Background: an optimization exercise with open tools, aiming at small area. Do not read the settings as production practice. In this exercise RTL edits were held to simulation tests only and were not proved equivalent to the original. Power and IR drop assume default switching activity.

**flow/flow/run.sh**
```bash
#!/bin/bash
# Layout flow: the standard ORFS flow (standard.sh), run in three parts so that the
# register-file flip-flops can be placed in a regular array between floorplan and placement.
#  - floorplan as standard;
#  - place_grid.tcl puts flip-flop (register k, bit b) at row band k, column b, FIRM;
#  - placement as standard (global placement builds the logic around the fixed array);
#  - release.tcl makes the flip-flops ordinary placed cells again;
#  - CTS, routing and finish as standard.
# ORFS variables changed: port buffers use buf_1 (BUFFER_PORTS_ARGS); CTS uses clkbuf_8,
# clusters of up to 16 sinks within 80 um and no dummy loads (CTS_ARGS).
# Each tool's full log: orfs/logs/... (ORFS), grid.log, release.log; make output: std_*.log.
set -euo pipefail
export BUFFER_PORTS_ARGS="-buffer_cell sky130_fd_sc_hd__buf_1"
export CTS_ARGS="-sink_clustering_enable -repair_clock_nets -dont_use_dummy_load -buf_list {sky130_fd_sc_hd__clkbuf_8} -root_buf sky130_fd_sc_hd__clkbuf_8 -sink_clustering_size 16 -sink_clustering_max_diameter 80"
R=$PWD/orfs/results/sky130hd/writeback_regfile/base
bash standard.sh floorplan > std_floorplan.log 2>&1
GRID_ODB=$R/2_floorplan.odb openroad -no_init -exit flow/place_grid.tcl > grid.log 2>&1
bash standard.sh place > std_place.log 2>&1
GRID_ODB=$R/3_place.odb openroad -no_init -exit flow/release.tcl > release.log 2>&1
bash standard.sh finish > std_finish.log 2>&1
```
**flow/flow/place_grid.tcl**
```tcl
# Place the register-file flip-flops in a regular array before global placement:
# register k (1..31) gets a horizontal band of rows, bit b (0..31) a column.
# Flip-flops are fixed (FIRM) so that global placement builds the read and write
# logic around them; they are released (PLACED) again after placement.
read_db $::env(GRID_ODB)
set blk [ord::get_db_block]
set rows [lsort -command {apply {{a b} {expr {[[$a getBBox] yMin] - [[$b getBBox] yMin]}}}} [$blk getRows]]
set nrows [llength $rows]
set site_w [[[lindex $rows 0] getSite] getWidth]
set cx0 [[[lindex $rows 0] getBBox] xMin]
set cx1 [[[lindex $rows 0] getBBox] xMax]
set cw [expr {$cx1 - $cx0}]

# occupied x intervals per row (tap cells)
array set occ {}
for {set r 0} {$r < $nrows} {incr r} { set occ($r) {} }
set rowy {}
foreach row $rows { lappend rowy [[$row getBBox] yMin] }
foreach inst [$blk getInsts] {
  if {[$inst getPlacementStatus] eq "NONE" || [$inst getPlacementStatus] eq "UNPLACED"} continue
  set bb [$inst getBBox]
  set r [lsearch -exact $rowy [$bb yMin]]
  if {$r >= 0} { lappend occ($r) [list [$bb xMin] [$bb xMax]] }
}

proc grid_free {r x w step dir} {
  global occ
  set moved 1
  while {$moved} {
    set moved 0
    foreach iv $occ($r) {
      if {$x < [lindex $iv 1] && $x + $w > [lindex $iv 0]} {
        set x [expr {$x + $dir * $step}]
        set moved 1
      }
    }
  }
  return $x
}

set nregs 31
set nbits 32
set placed 0
for {set k 1} {$k <= $nregs} {incr k} {
  set r0 [expr {int(floor(($k - 1) * double($nrows) / $nregs))}]
  for {set b 0} {$b < $nbits} {incr b} {
    set name "regs_r\\\[[expr {($k - 1) * $nbits + $b}]\\\]\$_DFF_P_"
    set inst [$blk findInst $name]
    if {$inst eq "NULL"} { puts "GRID: missing $name"; continue }
    set w [[$inst getMaster] getWidth]
    set r [expr {$r0 + ($b % 2)}]
    set row [lindex $rows $r]
    set y [[$row getBBox] yMin]
    set x [expr {$cx0 + int($b * double($cw) / $nbits)}]
    set x [expr {$cx0 + (($x - $cx0) / $site_w) * $site_w}]
    # nearest free spot to the right, else to the left, of the target
    set x0 $x
    set x [grid_free $r $x0 $w $site_w 1]
    if {$x + $w > $cx1} { set x [grid_free $r $x0 $w $site_w -1] }
    if {$x < $cx0 || $x + $w > $cx1} { puts "GRID: no room for $name"; continue }
    $inst setOrient [$row getOrient]
    $inst setLocation $x $y
    $inst setPlacementStatus FIRM
    lappend occ($r) [list $x [expr {$x + $w}]]
    incr placed
  }
}
puts "GRID: placed $placed flip-flops in $nrows rows"
write_db $::env(GRID_ODB)
```
**flow/flow/release.tcl**
```tcl
# Release the fixed flip-flops (FIRM -> PLACED) so later steps treat them like any cell.
read_db $::env(GRID_ODB)
set n 0
foreach inst [[ord::get_db_block] getInsts] {
  if {[$inst getPlacementStatus] eq "FIRM"} { $inst setPlacementStatus PLACED; incr n }
}
puts "GRID: released $n cells"
write_db $::env(GRID_ODB)
```
**flow/standard.sh**
```bash
#!/bin/bash
# synth_recipe.tcl (not shown) runs the flow's synth.tcl, then flattens the netlist and writes it again
# the make line also repeats each setting of config.mk as NAME=value (left out here)
make -C /OpenROAD-flow-scripts/flow DESIGN_CONFIG=/design/flow/config.mk WORK_HOME=/design/flow/orfs CLKGATE_MAP_FILE= SYNTH_SCRIPT=/design/flow/synth_recipe.tcl "${@:-finish}"
```
**flow/config.mk**
```make
export PLATFORM = sky130hd
export DESIGN_NAME = writeback_regfile
export DESIGN_NICKNAME = writeback_regfile
export VERILOG_FILES = /design/flow/design.v
export SDC_FILE = /design/flow/constraint.sdc
export NUM_CORES = 4
export LEC_CHECK = 0
export CAP_MARGIN = 20
export CORE_MARGIN = 2
export CORE_UTILIZATION = 50
export GPL_TIMING_DRIVEN = 0
export SLEW_MARGIN = 20
export SYNTH_HIERARCHICAL = 1
```
**flow/constraint.sdc**
```tcl
create_clock -name core_clock -period 7.0 [get_ports {clk}]
set_input_delay 1.4000 -clock core_clock [delete_from_list [all_inputs] [get_ports {clk}]]
set_output_delay 1.4000 -clock core_clock [all_outputs]
set_load 0.01 [all_outputs]
```
**flow/design.v**
```verilog
package riscv_pkg;
    localparam int XLEN  = 32;
    localparam int NREGS = 32;
    localparam int REGW  = $clog2(NREGS);
    typedef enum logic [1:0] {
        RES_ALU  = 2'b00,
        RES_MEM  = 2'b01,
        RES_PC4  = 2'b10,
        RES_RSVD = 2'b11
    } resultsrc_t;
    localparam logic [REGW-1:0] REG_ZERO = 5'd0;
endpackage
module wb_inv (
    input  logic a,
    output logic y
);
    assign y = ~a;
endmodule
module wb_nand2 (
    input  logic a, b,
    output logic y
);
    assign y = ~(a & b);
endmodule
module wb_aoi222 (
    input  logic a1, a2, b1, b2, c1, c2,
    output logic y
);
    assign y = ~((a1 & a2) | (b1 & b2) | (c1 & c2));
endmodule
module wb_result_bit (
    input  logic sel_alu,
    input  logic sel_mem,
    input  logic sel_pc4,
    input  logic aluresult,
    input  logic readdata,
    input  logic pcplus4,
    input  logic clear_n,
    output logic result,
    output logic wdata
);
    logic result_n, wdata_n;
    wb_aoi222 u_sel  (.a1(sel_alu), .a2(aluresult), .b1(sel_mem), .b2(readdata),
                      .c1(sel_pc4), .c2(pcplus4), .y(result_n));
    wb_inv    u_res  (.a(result_n), .y(result));
    wb_nand2  u_clr  (.a(result), .b(clear_n), .y(wdata_n));
    wb_inv    u_wdrv (.a(wdata_n), .y(wdata));
endmodule
module wb_result_mux #(
    parameter int XLEN = riscv_pkg::XLEN
) (
    input  logic [1:0]      resultsrc,
    input  logic [XLEN-1:0] aluresult,
    input  logic [XLEN-1:0] readdata,
    input  logic [XLEN-1:0] pcplus4,
    input  logic            clear,
    output logic [XLEN-1:0] result,
    output logic [XLEN-1:0] wdata
);
    logic sel_alu_n, sel_mem_n, sel_pc4_n;
    logic sel_alu, sel_mem, sel_pc4, clear_n;
    assign sel_alu_n = (resultsrc != riscv_pkg::RES_ALU);
    assign sel_mem_n = (resultsrc != riscv_pkg::RES_MEM);
    assign sel_pc4_n = (resultsrc != riscv_pkg::RES_PC4);
    wb_inv u_alu (.a(sel_alu_n), .y(sel_alu));
    wb_inv u_mem (.a(sel_mem_n), .y(sel_mem));
    wb_inv u_pc4 (.a(sel_pc4_n), .y(sel_pc4));
    assign clear_n = ~clear;
    genvar b;
    generate
        for (b = 0; b < XLEN; b++) begin : g_bit
            wb_result_bit u_bit (
                .sel_alu   (sel_alu),
                .sel_mem   (sel_mem),
                .sel_pc4   (sel_pc4),
                .aluresult (aluresult[b]),
                .readdata  (readdata[b]),
                .pcplus4   (pcplus4[b]),
                .clear_n   (clear_n),
                .result    (result[b]),
                .wdata     (wdata[b])
            );
        end
    endgenerate
endmodule
module rf_oai22 (
    input  logic a1, a2, b1, b2,
    output logic y
);
    assign y = ~((a1 | a2) & (b1 | b2));
endmodule
module rf_hold (
    input  logic load,
    input  logic load_n,
    input  logic d,
    input  logic q,
    output logic y
);
    assign y = (load & d) | (load_n & q);
endmodule
module rf_oai21 (
    input  logic a1, a2, b1,
    output logic y
);
    assign y = ~((a1 | a2) & b1);
endmodule
module rf_or8 (
    input  logic [7:0] p,
    output logic       y
);
    assign y = ~(~(p[0] | p[1] | p[2] | p[3]) & ~(p[4] | p[5] | p[6] | p[7]));
endmodule
module rf_nor16 (
    input  logic [15:0] p,
    output logic        y
);
    logic [1:0] n;
    rf_or8  u_lo  (.p(p[7:0]),  .y(n[0]));
    rf_or8  u_hi  (.p(p[15:8]), .y(n[1]));
    rf_nor2 u_nor (.a(n[0]), .b(n[1]), .y(y));
endmodule
module rf_rdbit (
    input  logic [31:1] sel_n,
    input  logic        nz,
    input  logic [31:1] d,
    output logic        y
);
    logic [15:0] p;    
    genvar j;
    generate
        for (j = 0; j < 15; j++) begin : g_pair
            rf_oai22 u_oai (.a1(sel_n[2*j+1]), .a2(d[2*j+1]), .b1(sel_n[2*j+2]), .b2(d[2*j+2]), .y(p[j]));
        end
    endgenerate
    rf_oai21 u_last (.a1(sel_n[31]), .a2(d[31]), .b1(nz), .y(p[15]));
    rf_nor16 u_nor  (.p(p), .y(y));
endmodule
module rf_inv (
    input  logic a,
    output logic y
);
    assign y = ~a;
endmodule
module rf_nor2 (
    input  logic a, b,
    output logic y
);
    assign y = ~(a | b);
endmodule
module rf_rdec (
    input  logic [4:0]  a,
    output logic [31:1] sel_n,
    output logic        nz
);
    logic [3:0] lo;
    logic [7:0] hi;
    always_comb begin
        for (int i = 0; i < 4; i++) lo[i] = (a[1:0] == 2'(i));
        for (int i = 0; i < 8; i++) hi[i] = (a[4:2] == 3'(i));
    end
    assign nz = |a;
    genvar k;
    generate
        for (k = 1; k < 32; k++) begin : g_row
            rf_nand2 u_dec (.a(lo[k % 4]), .b(hi[k / 4]), .y(sel_n[k]));
        end
    endgenerate
endmodule
module rf_nand2 (
    input  logic a, b,
    output logic y
);
    assign y = ~(a & b);
endmodule
module rf_wrow (
    input  logic lo_n,
    input  logic hi_n,
    input  logic clear_n,
    output logic load,
    output logic load_n
);
    logic g, h;
    rf_oai21 u_oai  (.a1(lo_n), .a2(hi_n), .b1(clear_n), .y(g));
    rf_inv   u_drvn (.a(g), .y(load_n));
    rf_inv   u_mid  (.a(g), .y(h));
    rf_inv   u_drv  (.a(h), .y(load));
endmodule
module rf_wdec (
    input  logic [4:0]  a,
    input  logic        we,
    input  logic        clear,
    output logic [31:1] load,
    output logic [31:1] load_n
);
    logic [3:0] lo_n;
    logic [7:0] hi_n;
    logic       clear_n;
    always_comb begin
        for (int i = 0; i < 4; i++) lo_n[i] = ~(we & (a[1:0] == 2'(i)));
        for (int i = 0; i < 8; i++) hi_n[i] = (a[4:2] != 3'(i));
    end
    assign clear_n = ~clear;
    genvar k;
    generate
        for (k = 1; k < 32; k++) begin : g_row
            rf_wrow u_row (.lo_n(lo_n[k % 4]), .hi_n(hi_n[k / 4]), .clear_n(clear_n),
                           .load(load[k]), .load_n(load_n[k]));
        end
    endgenerate
endmodule
module rf_xnor2 (
    input  logic a, b,
    output logic y
);
    assign y = ~(a ^ b);
endmodule
module rf_and2 (
    input  logic a, b,
    output logic y
);
    assign y = a & b;
endmodule
module rf_cbit (
    input  logic q,
    input  logic ci,
    input  logic clear,
    output logic d,
    output logic co
);
    logic s_n;
    rf_xnor2 u_sum (.a(q), .b(ci), .y(s_n));
    rf_nor2  u_clr (.a(s_n), .b(clear), .y(d));
    rf_and2  u_cy  (.a(q), .b(ci), .y(co));
endmodule
module writeback_regfile #(
    parameter int  XLEN  = riscv_pkg::XLEN,
    parameter int  NREGS = riscv_pkg::NREGS,
    parameter int  CNTW  = 16,
    localparam int REGW  = $clog2(NREGS)
) (
    input  logic            clk,
    input  logic            reset,
    input  logic            regwriteW,
    input  logic [1:0]      resultsrcW,
    input  logic [XLEN-1:0] aluresultW,
    input  logic [XLEN-1:0] readdataW,
    input  logic [REGW-1:0] rdW,
    input  logic [XLEN-1:0] pcplus4W,
    input  logic [REGW-1:0] rs1D,
    input  logic [REGW-1:0] rs2D,
    output logic [XLEN-1:0] rd1D,
    output logic [XLEN-1:0] rd2D,
    output logic [XLEN-1:0] resultW,
    output logic [CNTW-1:0] wrcount
);
    logic [NREGS-1:1][XLEN-1:0] regs_r;
    logic [XLEN-1:0][NREGS-1:1] cols_s;    
    logic [CNTW-1:0]            wrcount_r;
    logic [XLEN-1:0]            result_s;
    logic [XLEN-1:0]            wdata_s;
    logic                       commit_s;
    logic [NREGS-1:1]           we_s;
    logic [NREGS-1:1]           we_n;
    logic [NREGS-1:1][XLEN-1:0] next_s;
    logic [NREGS-1:1]           sel1_n;
    logic [NREGS-1:1]           sel2_n;
    logic                       nz1_s;
    logic                       nz2_s;
    wb_result_mux #(
        .XLEN (XLEN)
    ) u_result_mux (
        .resultsrc (resultsrcW),
        .aluresult (aluresultW),
        .readdata  (readdataW),
        .pcplus4   (pcplus4W),
        .clear     (reset),
        .result    (result_s),
        .wdata     (wdata_s)
    );
    assign commit_s = regwriteW && (rdW != riscv_pkg::REG_ZERO) && !reset;
    rf_rdec u_rdec1 (.a(rs1D), .sel_n(sel1_n), .nz(nz1_s));
    rf_rdec u_rdec2 (.a(rs2D), .sel_n(sel2_n), .nz(nz2_s));
    rf_wdec u_wdec  (.a(rdW), .we(regwriteW), .clear(reset), .load(we_s), .load_n(we_n));
    genvar k, b;
    generate
        for (k = 1; k < NREGS; k++) begin : g_reg
            always_ff @(posedge clk) begin
                regs_r[k] <= next_s[k];
            end
            for (b = 0; b < XLEN; b++) begin : g_col
                rf_hold u_hold (.load(we_s[k]), .load_n(we_n[k]), .d(wdata_s[b]), .q(regs_r[k][b]),
                                .y(next_s[k][b]));
                assign cols_s[b][k] = regs_r[k][b];
            end
        end
        for (b = 0; b < XLEN; b++) begin : g_rd
            rf_rdbit u_rd1 (.sel_n(sel1_n), .nz(nz1_s), .d(cols_s[b]), .y(rd1D[b]));
            rf_rdbit u_rd2 (.sel_n(sel2_n), .nz(nz2_s), .d(cols_s[b]), .y(rd2D[b]));
        end
    endgenerate
    logic [CNTW:0]   carry_s;
    logic [CNTW-1:0] wrcount_d;
    assign carry_s[0] = commit_s;
    generate
        for (b = 0; b < CNTW; b++) begin : g_cnt
            rf_cbit u_cbit (.q(wrcount_r[b]), .ci(carry_s[b]), .clear(reset), .d(wrcount_d[b]),
                            .co(carry_s[b+1]));
        end
    endgenerate
    always_ff @(posedge clk) begin
        wrcount_r <= wrcount_d;
    end
    assign resultW = result_s;
    assign wrcount = wrcount_r;
endmodule
```
==> results of run 1 <==
==> cell type report <==
cell class	count	area share (%)
diodes	4	0.02292
flip-flops and latches	1008	46.21
repair buffers	259	3.724
inverters	162	1.392
multi-input cells	2715	43.38
well taps	1050	3.008
clock buffers	72	2.269
==> state kept, by name, indices dropped and copies added (netlist names) <==
register / cells
wrcount_r: 16
regs_r: 992
==> layout by cell type (no fill, tap or decap), types with 2 or more instances in the layout <==
master    instances
nand2_2          59
and3_2            2
nor4_1          256
inv_1           101
clkinv_1         32
inv_2            29
nor3b_1           6
buf_8             8
a22o_1          992
and3b_2           4
o22ai_1         960
nand2_1         167
nor3_2            3
buf_1           226
diode_2           4
nand2b_1          2
nand3b_1          5
or3b_1            4
clkbuf_8         72
and2_1           17
a222oi_1         32
nand3_1           2
nor2_1           85
o21ai_1          95
xnor2_1          16
buf_16           23
dfxtp_1        1008
nor2b_2           4
==> worst max-delay path, stage by stage <==
cell and delay [ns]:
buf_1 0.39, nor3b_1 0.28, nand2_2 0.68, o22ai_1 0.16
nor4_1 0.92, nand2_1 0.12, nor2_1 0.11, buf_1 0.24
==> final timing paths <==
kind	depth (start not counted)	startpoint	slack, ns	end
setup / recovery	8	rs1D[4]	1.26	rd1D[6]
hold / removal	1	regs_r[208]	0.51	regs_r[208]
setup reg to reg	17	wrcount_r[0]	3.60	wrcount_r[15]
hold reg to reg	1	regs_r[208]	0.51	regs_r[208]
==> stage by stage <==
stage               worst slack, ns  hold slack, ns  utilization, %  cells  area, sq um
floorplan                     2.763          0.4630               -   3885        39570
global placement              1.123          0.4774           53.10   5162        41740
detailed placement            1.110          0.4787           53.40   5168        41980
CTS                           1.098          0.5069           54.66   5240        42970
global route                  1.226          0.5235           55.55   5268        43670
finish                        1.264          0.5072           55.55   5270        43670
==> layer usage <==
metal  vias up  track usage, %  share of wire [%]
met5         -               0              0.017
met4         4           21.98                7.0
met3       612           5.576                8.7
met2      2624           60.15                 46
met1     19060           45.87                 38
li1      16980               -                  -
==> power by group <==
| part | total [uW] | switching, uW | internal [uW] |
|---|---|---|---|
| Clock | 2840 | 1910 | 929 |
| Sequential | 6680 | 461 | 6220 |
| Combinational | 1730 | 1080 | 657 |
==> key figures, run 1 <==
Run status
  • Status: no timing/DRC/antenna violations

Clock network
  • Post-CTS Resized: 0
  • Num Clock Sinks: 1008
  • H-tree depth: 3
  • Hold-fix buffer count after cts: 0
  • Post-CTS setup buffers: 0
  • Clock Pin Slew Worst Setup and Hold Paths: 0.10 ns
  • CTS Root Buffer Type: clkbuf_8
  • Clock Latency Late Sink: 0.72 ns
  • Clock Path Buffers: 3
  • CTS tree: done
  • Num CTS Buffers: 72

Route
  • Vias per inst: 7.452
  • Wire per inst: 30.01 microns
  • Drt total wl: 158.2 mm
  • DRT iter0 DRCs: 5274
  • DR pass1 iterations: 9
  • # DRC: 0
  • Antenna-violating nets left: 0
  • Total number of vias: 39.27k

Synth
  • Avg Inst Size Synth: 10.19 sq um
  • Post-synth net total: 4001
  • Area of the mapped netlist: 39570 sq um
  • Yosys warning count: 9
  • Gate Count Post-Synth: 3885

Floorplan
  • Die ar.: 81420 sq um
  • I/O pins: 228
  • Core Region: 78610 sq um
  • Die height: 285.3 microns
  • Initial Util: 50.34%
  • Site Rows: 103
  • Overall die width: 285.3 microns

Setup path
  • Kind of critical path: in2out
  • Type of origin of the critical path: primary input
  • Worst Path Arrival: 4.34 ns
  • Worst EP required: 5.60 ns
  • Crit. End Element: output port
  • Critical path peak fanout: 32

STA
  • Final setup fails: 0
  • FMAX: 174.4 MHz
  • Fin. Hold Viols: 0
  • Least-Margin Pin Slew: 1.217 ns
  • RSZ-0062 raised after global routing: no
  • Fin Setup TNS: 0 ns
  • Tcrit/Tclk final: 81.94%
  • Relative slew slack: 18.81%
  • Slew Viols, Final: 0
  • Fin crit period: 5.736 ns
  • Worst Skew: 0.005383 ns

Place
  • HPWL Detailed: 118.7 mm
  • Port Buf Inserts: 227
  • Final Wtd Congestion: 0.9638

Global route
  • GRT Total Usage: 36.73%
  • Vias in the first global route: 36.79k
  • Total gr overflow: 0
  • Initial antenna violation count: 6
  • Global-route wire length before repair: 233.7 mm
  • Largest net degree at the start of global routing: 33

Layout
  • Reg area: 20180 sq um
  • Layout area overhead: 10.36%
  • Fillcell total: 7183
  • Layout cells sized above 1: 4.910%
  • Fin nets: 4334
  • Multi-input gate area: 18940 sq um

Pwr
  • Final Power: 11250 uW
  • P per Cell Area: 257.6 nW/um^2
  • Static Leak: 0.01737 uW
  • VDD IR-drop max: 0.1620 mV

Flow run
  • Max-cap violation count: 0

Min path
  • Worst Hold Class: reg2reg
==> inputs of run 2 (changes only) <==
--- a/flow/design.v
+++ b/flow/design.v
@@ -181,7 +181,6 @@
 );
-    logic g, h;
+    logic g;
     rf_oai21 u_oai  (.a1(lo_n), .a2(hi_n), .b1(clear_n), .y(g));
     rf_inv   u_drvn (.a(g), .y(load_n));
-    rf_inv   u_mid  (.a(g), .y(h));
-    rf_inv   u_drv  (.a(h), .y(load));
+    rf_inv   u_drv  (.a(load_n), .y(load));
 endmodule
==> key figures, run 2 <==
Run status
  • Status: no timing/DRC/antenna violations

Setup path
  • RR Startpoint: wrcount_r[0]
  • Crit-path leading delay family: simple AND/OR/NAND/NOR gates
  • R2R setup slack: 3.59 ns (about the same)
  • Worst Path Arrival: 4.49 ns (+0.15 ns)
  • Crit path largest cell delay: 0.91 ns (about the same)
  • Type of origin of the critical path: primary input
  • Critical path peak fanout: 32 (unchanged)
  • Slowest-stage cell, CP: nor2_1
  • WP buf/inv: 2 (unchanged)
  • RR Endpoint: wrcount_r[15]
  • Worst Setup EP: rd1D[30]
  • Worst path cell trace: buf_1 -> nor2_1 -> nand2_2 -> o22ai_1 -> nor4_1 -> nand2_1 -> nor2_1 -> buf_1
  • Crit. End Element: output port
  • Stages on the worst setup path: 8 (unchanged)
  • Reg2reg path depth: 17 (unchanged)
  • Crit path launch: rs1D[1]
  • Kind of critical path: in2out
  • Worst EP required: 5.60 ns (about the same)

Synth
  • Post-synth net total: 3970 (-0.77%)
  • Yosys warning count: 9 (unchanged)
  • Gate Count Post-Synth: 3854 (-0.80%)
  • Area of the mapped netlist: 39460 sq um (-0.29%)
  • Avg Inst Size Synth: 10.24 sq um (+0.51%)

Route
  • Vias per inst: 7.474 (+0.30%)
  • Top Layer Used: met5
  • Drt total wl: 159.3 mm (+0.71%)
  • Antenna-violating nets left: 0 (unchanged)
  • # DRC: 0 (unchanged)
  • Total number of vias: 39.07k (-0.52%)
  • WL met2: 73.22 mm (+0.77%)
  • DR pass1 iterations: 8 (-1)
  • Wl on met1: 60.41 mm (-0.20%)
  • DRT iter0 DRCs: 5041 (-4.4%)
  • Wire per inst: 30.48 microns (+1.5%)
  • WL met3: 14.33 mm (+3.7%)

Layout
  • Reg area: 20180 sq um (unchanged)
  • Fillcell total: 7138 (-0.63%)
  • Layout area overhead: 9.443%
  • Commonest non-fill, non-tap cell in the layout: dfxtp_1
  • Layout cells sized above 1: 5.296% (+0.39 points)
  • Final Instance Area: 43180 sq um (-1.1%)
  • Biggest regs: regs_r: 992 flops, wrcount_r: 16 flops
  • Highest-count cells in the layout ignoring fill and taps: dfxtp_1 (1008), a22o_1 (992), o22ai_1 (960)
  • Largest register by flop count: regs_r
  • Max reg flops: 992 (unchanged)
  • Fin nets: 4291 (-0.99%)
  • Multi-input gate area: 18950 sq um (about the same)

Place
  • Placement Cell Area: 41860 sq um (-0.29%)
  • Final Wtd Congestion: 0.9754 (+1.2%)
  • Port Buf Inserts: 227 (unchanged)
  • HPWL Detailed: 119.3 mm (+0.52%)
  • Setup slack at placement: 1.013 ns (-0.09641 ns)

STA
  • Relative slew slack: 21.87% (+3.1 points)
  • Tcrit/Tclk final: 84.09% (+2.2 points)
  • Fin. Hold Viols: 0 (unchanged)
  • FMAX: 169.9 MHz (-2.6%)
  • Slew Viols, Final: 0 (unchanged)
  • Worst Skew: 0.02124 ns (+0.01586 ns)
  • Fin crit period: 5.886 ns (+0.1506 ns)
  • RSZ-0062 raised after global routing: no
  • Hold slack: 0.5071 ns (-0.00005400 ns)
  • Least-Margin Pin Slew: 1.168 ns (-0.04886 ns)
  • Setup ws final: 1.114 ns (-0.1506 ns)
  • Fin Setup TNS: 0 ns (unchanged)
  • Final setup fails: 0 (unchanged)

Clock network
  • Clock Latency Late Sink: 0.72 ns (about the same)
  • Clock Path Buffers: 3 (unchanged)
  • Hold-fix buffer count after cts: 0 (unchanged)
  • Clock Pin Slew Worst Setup and Hold Paths: 0.11 ns (about the same)
  • Post-CTS setup buffers: 0 (unchanged)
  • Num CTS Buffers: 72 (unchanged)
  • Post-CTS Resized: 0 (unchanged)
  • CTS tree: done
  • Num Clock Sinks: 1008 (unchanged)
  • H-tree depth: 3 (unchanged)
  • CTS Root Buffer Type: clkbuf_8

Pwr
  • Static Leak: 0.01708 uW (-1.6%)
  • VDD IR-drop max: 0.1575 mV (-2.7%)
  • P per Cell Area: 260.1 nW/um^2 (+0.97%)

Floorplan
  • Overall die width: 284.9 microns (-0.15%)
  • Initial Util: 50.19% (-0.15 points)
  • Site Rows: 103 (unchanged)
  • I/O pins: 228 (unchanged)
  • Core Region: 78610 sq um (unchanged)
  • Die height: 284.9 microns (-0.15%)
  • Die ar.: 81180 sq um (-0.29%)

Global route
  • GRT Total Usage: 36.93% (+0.20 points)
  • Initial antenna violation count: 6 (unchanged)
  • Largest net degree at the start of global routing: 34 (+3.0%)
  • Total gr overflow: 0 (unchanged)
  • Vias in the first global route: 36.47k (-0.89%)
  • Global-route wire length before repair: 234.0 mm (+0.10%)

Min path
  • Hold path cells: 1 (unchanged)
  • Worst Hold Class: reg2reg

Flow run
  • Max-cap violation count: 0 (unchanged)
-- run 2: worst min path at each step --
stage	from	endpoint	slack [ns]
2_1_floorplan	regs_r[0]	regs_r[0]	0.46
3_3_place_gp	regs_r[788]	regs_r[788]	0.48
3_5_place_dp	regs_r[624]	regs_r[624]	0.48
4_1_cts	regs_r[206]	regs_r[206]	0.51
5_1_grt	regs_r[801]	regs_r[801]	0.52
6_report	regs_r[302]	regs_r[302]	0.51
-- run 2: area by class of cell --
type / instances / share of cell area, %
tap: 1050 / 3.042
inverter: 131 / 1.139
clock buffer: 72 / 2.295
timing repair buffer: 247 / 2.880
antenna: 4 / 0.02318
multi-input combinational: 2715 / 43.89
sequential: 1008 / 46.73
-- run 2: power by group --
part	total, uW	switching [uW]	internal, uW
sequential	6680	461	6220
clock	2840	1910	930
combinational	1710	1080	633
-- run 2: metal layers --
metal,GRT usage (%),vias to the layer above
met5,0,-
met4,22.95,4
met3,5.936,566
met2,60.35,2731
met1,45.74,18890
li1,-,16880
-- run 2: through the flow --
| step | total power (uW) | util (%) | cells |
|---|---|---|---|
| finish | 11230 | 54.93 | 5227 |
| global route | 11570 | 54.92 | 5224 |
| CTS | 11160 | 54.50 | 5208 |
| detailed placement | 8412 | 53.24 | 5136 |
| global placement | 8377 | 52.95 | 5131 |
| floorplan | 7658 | - | 3854 |
==> inputs of run 3 (changes only) <==
--- a/flow/flow/run.sh
+++ b/flow/flow/run.sh
@@ -4,3 +4,4 @@
 #  - floorplan as standard;
-#  - place_grid.tcl puts flip-flop (register k, bit b) at row band k, column b, FIRM;
+#  - place_grid.tcl puts flip-flop (register k, bit b) at row band k, column b, FIRM,
+#    and gives inverters with 16 or more loads the inv_2 size (same area as inv_1);
 #  - placement as standard (global placement builds the logic around the fixed array);
--- a/flow/flow/place_grid.tcl
+++ b/flow/flow/place_grid.tcl
@@ -68,2 +68,17 @@
 puts "GRID: placed $placed flip-flops in $nrows rows"
+
+# Inverters that drive a whole row or column (16 or more loads) use inv_2, which has the
+# same footprint and area as inv_1 and twice its drive.
+set inv2 [[ord::get_db] findMaster sky130_fd_sc_hd__inv_2]
+set swapped 0
+foreach inst [$blk getInsts] {
+  if {[[$inst getMaster] getName] ne "sky130_fd_sc_hd__inv_1"} continue
+  foreach it [$inst getITerms] {
+    if {[$it isOutputSignal] && [$it getNet] ne "NULL" && [llength [[$it getNet] getITerms]] > 16} {
+      $inst swapMaster $inv2
+      incr swapped
+    }
+  }
+}
+puts "GRID: inv_1 -> inv_2 on $swapped high-fanout drivers"
 write_db $::env(GRID_ODB)
==> key figures, run 3 <==
Setup path
  • RR Startpoint: wrcount_r[0]
  • RR Endpoint: wrcount_r[15]
  • Reg2reg path depth: 17 (unchanged)
  • R2R setup slack: 3.30 ns (-0.29 ns)
  • Kind of critical path: in2out
  • CP dominant cell by count: buf_1
  • Type of origin of the critical path: primary input
  • Worst EP required: 5.60 ns (about the same)
  • Critical path peak fanout: 32 (unchanged)
  • Crit path largest cell delay: 0.96 ns (+0.05 ns)
  • Worst path cell trace: buf_1 -> nor2b_1 -> nand2_2 -> o22ai_1 -> nor4_1 -> nand2_1 -> nor2_1 -> buf_1
  • Worst Path Arrival: 4.40 ns (-0.09 ns)
  • Slowest-stage cell, CP: nor2b_1
  • Crit. End Element: output port

Layout
  • Commonest non-fill, non-tap cell in the layout: dfxtp_1
  • Highest-count cells in the layout ignoring fill and taps: dfxtp_1 (1008), a22o_1 (992), o22ai_1 (960)
  • Largest register by flop count: regs_r
  • Biggest regs: regs_r: 992 flops, wrcount_r: 16 flops
  • Layout area overhead: 8.682%
  • Fin nets: 4278 (-0.30%)
  • Max reg flops: 992 (unchanged)
  • Final Instance Area: 42880 sq um (-0.70%)
  • Layout cells sized above 1: 5.913% (+0.62 points)

Route
  • DRT iter0 DRCs: 5096 (+1.1%)
  • DR pass1 iterations: 7 (-1)
  • Total number of vias: 38.81k (-0.65%)
  • Antenna-violating nets left: 0 (unchanged)
  • Drt total wl: 160.1 mm (+0.49%)
  • Vias per inst: 7.438 (-0.47%)
  • # DRC: 0 (unchanged)
  • Wire per inst: 30.68 microns (+0.66%)

STA
  • Final setup fails: 0 (unchanged)
  • Slew Viols, Final: 0 (unchanged)
  • RSZ-0062 raised after global routing: no
  • Hold slack: 0.5064 ns (-0.0007320 ns)
  • Fin Setup TNS: 0 ns (unchanged)
  • Tcrit/Tclk final: 82.86% (-1.2 points)
  • FMAX: 172.4 MHz (+1.5%)
  • Fin crit period: 5.800 ns (-0.08621 ns)
  • Setup ws final: 1.200 ns (+0.08621 ns)
  • Fin. Hold Viols: 0 (unchanged)
  • Least-Margin Pin Slew: 1.214 ns (+0.04628 ns)
  • Relative slew slack: 18.90% (-3.0 points)
  • Worst Skew: 0.04882 ns (+0.02758 ns)

Clock network
  • Clock Pin Slew Worst Setup and Hold Paths: 0.10 ns (about the same)
  • H-tree depth: 3 (unchanged)
  • Clock Path Buffers: 3 (unchanged)
  • Post-CTS Resized: 0 (unchanged)
  • CTS tree: done
  • Num Clock Sinks: 1008 (unchanged)
  • Num CTS Buffers: 72 (unchanged)
  • Hold-fix buffer count after cts: 0 (unchanged)
  • Clock Latency Late Sink: 0.73 ns (about the same)
  • CTS Root Buffer Type: clkbuf_8
  • Post-CTS setup buffers: 0 (unchanged)

Global route
  • GRT Total Usage: 37.04% (+0.11 points)
  • Initial antenna violation count: 7 (+1)
  • Vias in the first global route: 36.58k (+0.30%)
  • Total gr overflow: 0 (unchanged)
  • Largest net degree at the start of global routing: 34 (unchanged)
  • Global-route wire length before repair: 234.4 mm (+0.17%)

Floorplan
  • Initial Util: 50.19% (unchanged)
  • Overall die width: 284.9 microns (unchanged)
  • Site Rows: 103 (unchanged)
  • I/O pins: 228 (unchanged)
  • Die ar.: 81180 sq um (unchanged)
  • Core Region: 78610 sq um (unchanged)
  • Die height: 284.9 microns (unchanged)

Pwr
  • Final Power: 11200 uW (-0.27%)
  • P per Cell Area: 261.3 nW/um^2 (+0.43%)
  • VDD IR-drop max: 0.1832 mV (+16%)
  • Static Leak: 0.01691 uW (-1.0%)

Synth
  • Post-synth net total: 3970 (unchanged)
  • Avg Inst Size Synth: 10.24 sq um (unchanged)
  • Yosys warning count: 9 (unchanged)
  • Area of the mapped netlist: 39460 sq um (unchanged)
  • Gate Count Post-Synth: 3854 (unchanged)

Min path
  • Hold Path Origin: regs_r[568]
  • Hold path cells: 1 (unchanged)
  • WHS Endpoint: regs_r[568]
  • Worst Hold Class: reg2reg

Place
  • Setup slack at placement: 1.060 ns (+0.04739 ns)
  • HPWL Detailed: 120.3 mm (+0.80%)
  • Final Wtd Congestion: 0.9548 (-2.1%)
  • Port Buf Inserts: 227 (unchanged)
  • Placement Cell Area: 41840 sq um (about the same)

Flow run
  • Max-cap violation count: 0 (unchanged)

Run status
  • Status: no timing/DRC/antenna violations
-- run 3: through the flow --
step                      utilization [%]  cells
after floorplan                         -   3854
final                               54.55   5218
after CTS                           54.48   5210
after global placement              52.95   5131
after detailed placement            53.22   5138
after global routing                54.53   5212
-- run 3: area by class of cell --
cell class | count | area, sq um
multi-input cells | 2715 | 18930
clock buffers | 72 | 991.0
repair buffers | 234 | 958.4
fillers | 7178 | 35730
flip-flops and latches | 1008 | 20180
diodes | 8 | 20.02
well taps | 1050 | 1314
inverters | 131 | 491.7
-- run 3: worst max path at each step --
stage / depth (start not counted) / start / slack (ns) / endpoint
finish: 8 / rs1D[0] / 1.20 / rd1D[4]
global route: 8 / rs1D[1] / 1.24 / rd1D[2]
CTS: 8 / rs1D[0] / 1.05 / rd1D[31]
detailed placement: 8 / rs1D[1] / 1.06 / rd1D[31]
global placement: 20 / reset / 1.10 / wrcount_r[15]
floorplan: 6 / rs1D[0] / 2.76 / rd1D[0]
-- run 3: power by group --
part	total (uW)	switching [uW]	internal [uW]
Clock	2840	1910	930
Combinational	1680	1070	612
Sequential	6680	464	6220
Total	11200	3440	7760
-- run 3: per-layer routing --
metal,GRT usage [%],wire [microns],vias to the layer above,part of all wire (%)
met5,0,37,-,0.023
met2,60.31,73410,2528,46
met1,45.97,61330,18900,38
met4,23.94,11490,6,7.2
met3,5.528,13820,529,8.6
li1,-,-,16850,-
-- run 3: critical path: cells and delay by family --
| kind | cells | cell delay (ns) |
|---|---|---|
| buffers and inverters | 2 | 0.27 |
| AO/OA/AOI/OAI | 1 | 0.50 |
| AND/OR/NAND/NOR | 5 | 2.21 |

==> afterwards: timing with drivers on the ports <==
In the flow no input, the clock included, has a driving cell. The finished layouts below were timed again as built, in two steps.
Step 1, drivers: a clkbuf_16 drives clk and a buf_2 each remaining input, both assumed.
Step 2 also shifts input and output timing later by t, the mid clock arrival at the registers, as if the neighbouring blocks saw the same clock.
Slacks: no drivers / after step 1 / after step 2; pairs: no drivers / after step 1.
run | t (ns) | setup slack, ns | hold slack, ns
run 1 | 0.776 | 1.264 / 1.160 / 1.160 | 0.507 / 0.507 / 0.507
run 2 | 0.769 | 1.114 / 1.057 / 1.057 | 0.507 / 0.507 / 0.507
run 3 | 0.783 | 1.200 / 1.108 / 1.108 | 0.506 / 0.506 / 0.506
After both steps every run listed still meets setup and hold. For run 1, which loses most, drivers alone change the setup slack by -0.104 ns; drivers and shift together by -0.104 ns.
